From an optimization exercise on the open Yosys and OpenROAD flow, aimed at small area, a short achievable clock period and few clock cycles per item; shortcuts taken in it are not production practice.
Only simulation tests tie the RTL to the original design; equivalence was not proved.

Setup of the previous run:
## modular_exponentiation
module modular_exponentiation
#(
   parameter int MODULUS_BITS  = 32,
   parameter int EXPONENT_BITS = 64
) (
   input  logic                      clock,
   input  logic                      reset,
   input  logic                      req_tvalid,
   output logic                      req_tready,
   input  logic [REQ_DATA_WIDTH-1:0] req_tdata,    
   output logic                      rsp_tvalid,
   input  logic                      rsp_tready,
   output logic [RESULT_WIDTH-1:0]   rsp_tdata,    
   input  logic                      csr_psel,
   input  logic                      csr_penable,
   input  logic                      csr_pwrite,
   input  logic [CSR_ADDR_WIDTH-1:0] csr_paddr,
   input  logic [CSR_DATA_WIDTH-1:0] csr_pwdata,
   output logic [CSR_DATA_WIDTH-1:0] csr_prdata,
   output logic                      csr_pready
);
   logic [2:0]               state_ff, state_in;
   logic [1:0]               op_ff, op_in;
   logic [31:0]              modulus_ff, modulus_in;
   logic [31:0]              m_ff, m_in;            
   logic [4:0]               sh_ff, sh_in;          
   logic [32:0]              x_ff, x_in;            
   logic [32:0]              r_ff, r_in;            
   logic [DW-1:0]            sv_ff, sv_in;          
   logic [DW-1:0]            cv_ff, cv_in;
   logic [EXPONENT_BITS-1:0] e_ff, e_in;
   logic [4:0]               cnt_ff, cnt_in;        
   logic                     first_ff, first_in;    
   logic                     pend_ff, pend_in;      
   logic                     one_ff, one_in;        
   logic                     bool_ff, bool_in;      
   logic                     zero_ff, zero_in;      
   logic                     dm_hi_ff, dm_lo_ff;    
   logic                     dr_hi_ff, dr_lo_ff;    
   logic [7:0]               a3t_ff;                
   logic                     init_red_ff;           
   logic                     init_neg_ff;           
  ...
Size in the first run: about 300 flip-flops, roughly 240 I/O pins, about 25,000 um2 of cells after synthesis.
make LEC_CHECK=0 CAP_MARGIN=20 CORE_MARGIN=2 CORE_UTILIZATION=40 SETUP_SLACK_MARGIN=4.5 SLEW_MARGIN=20 finish   # period 10.0 ns
run.sh (not shown) runs the stock make flow with config.mk's settings and CLKGATE_MAP_FILE= SYNTH_SCRIPT=/design/flow/synth_recipe.tcl, a recipe that flattens the netlist after the stock synthesis.
Testbench counts of the previous run, summed over its fixed seeds: cycles 110,475, items 128.
#### Input delta (the current run over the previous run)
--- a/flow/design.v
+++ b/flow/design.v
@@ -150,14 +150,15 @@
    logic [BASE_WIDTH-1:0]    req_base;
    logic [EXPONENT_BITS-1:0] req_exp;
    logic                     req_accept;
    logic                     csr_write;
    logic                     red;
    logic [32:0]              b_nxt, a_op;
    logic                     d_hi_in, d_lo_in, d_sgn_in;
+   logic [63:0]              dvec;
    logic [DW-1:0]            s_fb, c_fb, s_nxt, c_nxt;
    logic                     fin, sub;
    logic [DW-1:0]            cpa_a, cpa_b, cpa;
    logic                     e_rest_zero;
    assign req_base   = req_tdata[BASE_WIDTH-1:0];
    assign req_exp    = req_tdata[BASE_WIDTH +: EXPONENT_BITS];
    assign req_tready = (state_ff == S_IDLE) && !rsp_tvalid_ff;
@@ -165,18 +166,20 @@
    assign csr_pready = 1'b1;
    assign csr_write  = csr_psel && csr_penable && csr_pwrite
                        && (csr_paddr[2] == REG_MODULUS);
    assign csr_prdata = (csr_paddr[2] == REG_MODULUS) ? CSR_DATA_WIDTH'(modulus_ff) : '0;
    assign modulus_in = csr_write ? MODULUS_BITS'(csr_pwdata) : modulus_ff;
    assign red  = (op_ff == OP_RED);
    assign a_op = x_ff;
-   assign b_nxt = (op_in == OP_SQ || (op_in == OP_RED && cnt_in[4])) ? x_in : r_in;
+   assign b_nxt = (op_in == OP_SQ) ? x_in : r_in;
+   assign dvec  = (op_in == OP_RED) ? {x_in[31:0], r_in[31:0]}
+                                    : {32'd0, b_nxt[31:0]};
    assign d_sgn_in = b_nxt[32];
-   assign d_hi_in = b_nxt[{cnt_in[3:0], 1'b1}];
-   assign d_lo_in = b_nxt[{cnt_in[3:0], 1'b0}];
+   assign d_hi_in = dvec[{cnt_in, 1'b1}];
+   assign d_lo_in = dvec[{cnt_in, 1'b0}];
    assign s_fb = ({DW{!first_ff}} & sv_ff)
                | ({DW{init_red_ff}} & {{(DW-1){x_ff[31]}}, x_ff[30]})
                | ({DW{init_neg_ff}} & ~{{(DW-33){a_op[32]}}, a_op});
    assign c_fb = ({DW{!first_ff}} & cv_ff) | {{(DW-1){1'b0}}, init_neg_ff};
    mexp_mulmod u_mul (
       .s_in   (s_fb),
       .c_in   (c_fb),
==> run summary <==
NOTE routed wire length the previous run->the current run increased by more than 10%
Compared with the previous run, the current run shows a final standard cell area without fillers that is 1.2% lower.
The current run vs. the previous run: first-iteration DRC count went up by 357.
Taking the previous run as the reference point, the proportion of synthesized chip area in sequential cells of the current run falls by 0.62 points.
The current run against the previous run; net count reported at finish is up by a few percent.
When the final numbers for the previous run and the current run were put side by side, the global-route usage turned out to be smaller in the previous run.
Of the previous run and the current run, the higher area after synthesis belongs to the current run.
Diff the previous run -> the current run: sequential share of layout area rose by 0.28 points, wire length of the first global-routing pass rose by 14%.
Testbench counts of the current run, summed over its fixed seeds: cycles 110,475, items 128.

---

== trial 12 ==
Another version of the RTL of modular_exponentiation (not shown whole).
For scale: about 2900 cells after synthesis, roughly 290 flip-flops.
==> module mexp_mulmod, before the edit <==
module mexp_mulmod (
   input  logic [DW-1:0] s_in,
   input  logic [DW-1:0] c_in,
   input  logic [32:0]   a,        
   input  logic          d1,
   input  logic          i1,
   input  logic          d2,
   input  logic          i2,
   input  logic [31:0]   m,        
   output logic [DW-1:0] s_out,
   output logic [DW-1:0] c_out
);
   localparam int EW = 8;           
   logic [DW-1:0] a_ext, s2, c2, t1, t2, s1, c1, maj1, u1, sa, ca, majA;
   logic [DW-1:0] s2b, c2b, sb, cb, majB, u2, maj2;
   logic [EW-1:0] a1t, a2t, p1, g1, p2, g2, p3, g3;
   logic [EW-1:0] p4 [0:4];
   logic [EW-1:0] g4 [0:4];
   logic [EW-1:0] est1;
   logic [EW-1:0] kq [0:4];
   logic [EW-1:0] est2 [0:4];
   logic          big;
   logic [4:0]    q1, q2;           
   logic [4:0]    q2c [0:4];
   function automatic logic [4:0] pick(logic [EW-1:0] est, logic big);
      logic neg, ge_t2, ge_m8, ge_tn;
      neg   = est[7];
      ge_t2 = !neg && ((est[6:5] != 2'b00) || (!big && est[4] && (est[3:2] != 2'b00)));
      ge_m8 = !neg || (est[6:3] == 4'b1111);
      ge_tn = !neg || (est[6:5] == 2'b11) || (big && est[6:3] == 4'b1011);
      pick  = {!ge_tn, ge_tn && !ge_m8, ge_m8 && neg, !neg && !ge_t2, ge_t2};
   endfunction
   function automatic logic [DW-1:0] qm(logic [4:0] q, logic [31:0] mv);
      qm = ({DW{q[0]}} & ~{2'b00, mv, 1'b0})
         | ({DW{q[1]}} & ~{3'b000, mv})
         | ({DW{q[3]}} &  {3'b000, mv})
         | ({DW{q[4]}} &  {2'b00, mv, 1'b0});
   endfunction
   always_comb begin
      a_ext   = {{(DW-33){a[32]}}, a};
      big     = m[30] || m[29];                                
      kq[0] = ~(EW'({1'b0, m[31:25]})) + EW'(m[24:0] == '0);
      kq[1] = ~(EW'({2'b0, m[31:26]})) + EW'(m[25:0] == '0);
      kq[2] = '0;
      kq[3] = EW'({2'b0, m[31:26]});
      kq[4] = EW'({1'b0, m[31:25]});
      a1t  = d1 ? a_ext[DW-1:DW-8] : '0;
      est1 = s_in[DW-2:DW-9] + c_in[DW-2:DW-9] + a1t;
      q1   = pick(est1, big);
      a2t = d1 ? a_ext[DW-2:DW-9] : '0;
      p1  = s_in[DW-3:DW-10] ^ c_in[DW-3:DW-10] ^ a2t;
      g1  = {((s_in[DW-4:DW-10] & c_in[DW-4:DW-10]) | (s_in[DW-4:DW-10] & a2t[EW-2:0])
            | (c_in[DW-4:DW-10] & a2t[EW-2:0])), 1'b0};
      p2  = d2 ? a_ext[DW-1:DW-8] : '0;
      p3  = p1 ^ g1 ^ p2;
      g3  = {((p1[EW-2:0] & g1[EW-2:0]) | (p1[EW-2:0] & p2[EW-2:0])
            | (g1[EW-2:0] & p2[EW-2:0])), 1'b0};
      for (int i = 0; i < 5; i++) begin
         est2[i] = p3 + g3 + kq[i];
         q2c[i]  = pick(est2[i], big);
      end
      q2 = ({5{q1[0]}} & q2c[0]) | ({5{q1[1]}} & q2c[1]) | ({5{q1[2]}} & q2c[2])
         | ({5{q1[3]}} & q2c[3]) | ({5{q1[4]}} & q2c[4]);
      s2   = {s_in[DW-2:0], 1'b0};
      c2   = {c_in[DW-2:0], 1'b0};
      t1   = d1 ? a_ext : '0;
      s1   = s2 ^ c2 ^ t1;
      maj1 = (s2 & c2) | (s2 & t1) | (c2 & t1);
      c1   = {maj1[DW-2:0], i1};
      u1   = qm(q1, m);
      sa   = s1 ^ c1 ^ u1;
      majA = (s1 & c1) | (s1 & u1) | (c1 & u1);
      ca   = {majA[DW-2:0], q1[0] | q1[1]};
      t2   = d2 ? a_ext : '0;
      s2b  = {sa[DW-2:0], 1'b0};
      c2b  = {ca[DW-2:0], 1'b0};
      sb   = s2b ^ c2b ^ t2;
      majB = (s2b & c2b) | (s2b & t2) | (c2b & t2);
      cb   = {majB[DW-2:0], i2};
      u2   = qm(q2, m);
      s_out = sb ^ cb ^ u2;
      maj2  = (sb & cb) | (sb & u2) | (cb & u2);
      c_out = {maj2[DW-2:0], q2[0] | q2[1]};
   end
endmodule
make LEC_CHECK=0 CAP_MARGIN=20 CORE_MARGIN=2 CORE_UTILIZATION=40 SLEW_MARGIN=20 finish   # period 10.0 ns
Trial 12 went all the way through synthesis, placement and routing and the layout is clean on timing, DRC and antenna.
Testbench counts of trial 12, summed over its fixed seeds: cycles 110,363, items 128.
Edits applied to the flow inputs when going from trial 12 to build 93:
--- a/flow/design.v
+++ b/flow/design.v
@@ -36,19 +36,20 @@
    logic [EW-1:0] a1t, a2t, p1, g1, p2, g2, p3, g3;
    logic [EW-1:0] p4 [0:4];
    logic [EW-1:0] g4 [0:4];
-   logic [EW-1:0] est1;
-   logic [EW-1:0] kq [0:4];
-   logic [EW-1:0] est2 [0:4];
-   logic          big;
+   logic signed [EW-1:0] est1, mc, thr_neg;
+   logic signed [EW-1:0] kq [0:4];
+   logic signed [EW-1:0] est2 [0:4];
    logic [4:0]    q1, q2;           
    logic [4:0]    q2c [0:4];
-   function automatic logic [4:0] pick(logic [EW-1:0] est, logic big);
-      logic neg, ge_t2, ge_m8, ge_tn;
-      neg   = est[7];
-      ge_t2 = !neg && ((est[6:5] != 2'b00) || (!big && est[4] && (est[3:2] != 2'b00)));
-      ge_m8 = !neg || (est[6:3] == 4'b1111);
-      ge_tn = !neg || (est[6:5] == 2'b11) || (big && est[6:3] == 4'b1011);
-      pick  = {!ge_tn, ge_tn && !ge_m8, ge_m8 && neg, !neg && !ge_t2, ge_t2};
+   function automatic logic [4:0] pick(logic signed [EW-1:0] est,
+                                       logic signed [EW-1:0] mcv,
+                                       logic signed [EW-1:0] thn);
+      logic ge_mc, ge_8, ge_m8, ge_n;
+      ge_mc = est >= mcv;
+      ge_8  = est >= 8'sd8;
+      ge_m8 = est >= -8'sd8;
+      ge_n  = est >= thn;
+      pick = {!ge_n, ge_n && !ge_m8, ge_m8 && !ge_8, ge_8 && !ge_mc, ge_mc};
    endfunction
    function automatic logic [DW-1:0] qm(logic [4:0] q, logic [31:0] mv);
       qm = ({DW{q[0]}} & ~{2'b00, mv, 1'b0})
@@ -58,7 +59,8 @@
    endfunction
    always_comb begin
       a_ext   = {{(DW-33){a[32]}}, a};
-      big     = m[30] || m[29];                                
+      mc      = EW'({1'b0, m[31:27]}) + EW'(m[26:0] != '0);    
+      thr_neg = -mc - 8'sd8;
       kq[0] = ~(EW'({1'b0, m[31:25]})) + EW'(m[24:0] == '0);
       kq[1] = ~(EW'({2'b0, m[31:26]})) + EW'(m[25:0] == '0);
       kq[2] = '0;
@@ -66,7 +68,7 @@
       kq[4] = EW'({1'b0, m[31:25]});
       a1t  = d1 ? a_ext[DW-1:DW-8] : '0;
       est1 = s_in[DW-2:DW-9] + c_in[DW-2:DW-9] + a1t;
-      q1   = pick(est1, big);
+      q1   = pick(est1, mc, thr_neg);
       a2t = d1 ? a_ext[DW-2:DW-9] : '0;
       p1  = s_in[DW-3:DW-10] ^ c_in[DW-3:DW-10] ^ a2t;
       g1  = {((s_in[DW-4:DW-10] & c_in[DW-4:DW-10]) | (s_in[DW-4:DW-10] & a2t[EW-2:0])
@@ -77,7 +79,7 @@
             | (g1[EW-2:0] & p2[EW-2:0])), 1'b0};
       for (int i = 0; i < 5; i++) begin
          est2[i] = p3 + g3 + kq[i];
-         q2c[i]  = pick(est2[i], big);
+         q2c[i]  = pick(est2[i], mc, thr_neg);
       end
       q2 = ({5{q1[0]}} & q2c[0]) | ({5{q1[1]}} & q2c[1]) | ({5{q1[2]}} & q2c[2])
          | ({5{q1[3]}} & q2c[3]) | ({5{q1[4]}} & q2c[4]);
Findings:
Row final-layout fill cell count: build 93 higher / trial 12 lower. Between trial 12 and build 93, number of gates on the worst path with buffers counted increased. | post-synthesis to final-layout area growth | build 93 vs trial 12 | 0.43 points higher |. Routed metal-1 wirelength grows slightly when moving from trial 12 to build 93. Worst hold slack, trial 12 and build 93: lower on build 93. Going from trial 12 to build 93, simple-gate share of the synthesized area shows an increase of 2.0 points. Build 93 against trial 12: slew at the pin with the worst max-slew slack decreased by 0.072 ns relative to the old numbers, worst path required time increased by 0.04 ns relative to the old numbers. Sort trial 12 and build 93 by total cell area at the placement stage asc -> top: trial 12. Average routed wire per standard cell sits lower in build 93 than in trial 12. Changes observed in build 93 relative to trial 12: final area went up by 860 um2; total area of multi-input combinational cells went up by 790 um2.
Testbench counts of build 93, summed over its fixed seeds: cycles 110,363, items 128.

## afterwards: timing with drivers on the ports
The results above use ideal ports. As a check the final layouts listed here were re-extracted and re-timed, cells and wires unchanged.
Step 1 sets driving cells, clkbuf_16 on the clock port and buf_2 on the other inputs (assumed; they add their load-dependent delay and slew).
Step 2 moves the port delays by t, midway between the first and last clock arrival at a register: inputs arrive t later, outputs are due t later. That takes back most of the time a late clock gives input paths.
a / b / c = no drivers / after step 1 / after step 2; a / b = the first two.
| run | t, ns | setup WS [ns] | hold slack, ns | worst register clock-pin slew, ns |
|---|---|---|---|---|
| the previous run | 0.633 | 4.172 / 4.172 / 3.868 | 0.507 / 0.507 / 0.507 | 0.07 / 0.07 |
| the current run | 0.620 | 3.935 / 3.935 / 3.935 | 0.520 / 0.520 / 0.520 | 0.07 / 0.07 |
| trial 12 | 0.607 | 2.681 / 2.681 / 2.681 | 0.507 / 0.507 / 0.507 | 0.06 / 0.06 |
| build 93 | 0.627 | 1.817 / 1.817 / 1.817 | 0.493 / 0.493 / 0.493 | 0.07 / 0.07 |
After both steps every run listed still meets setup and hold. The setup slack of the previous run, which loses most, moves by 0.000 ns with the drivers and by -0.304 ns with both steps.
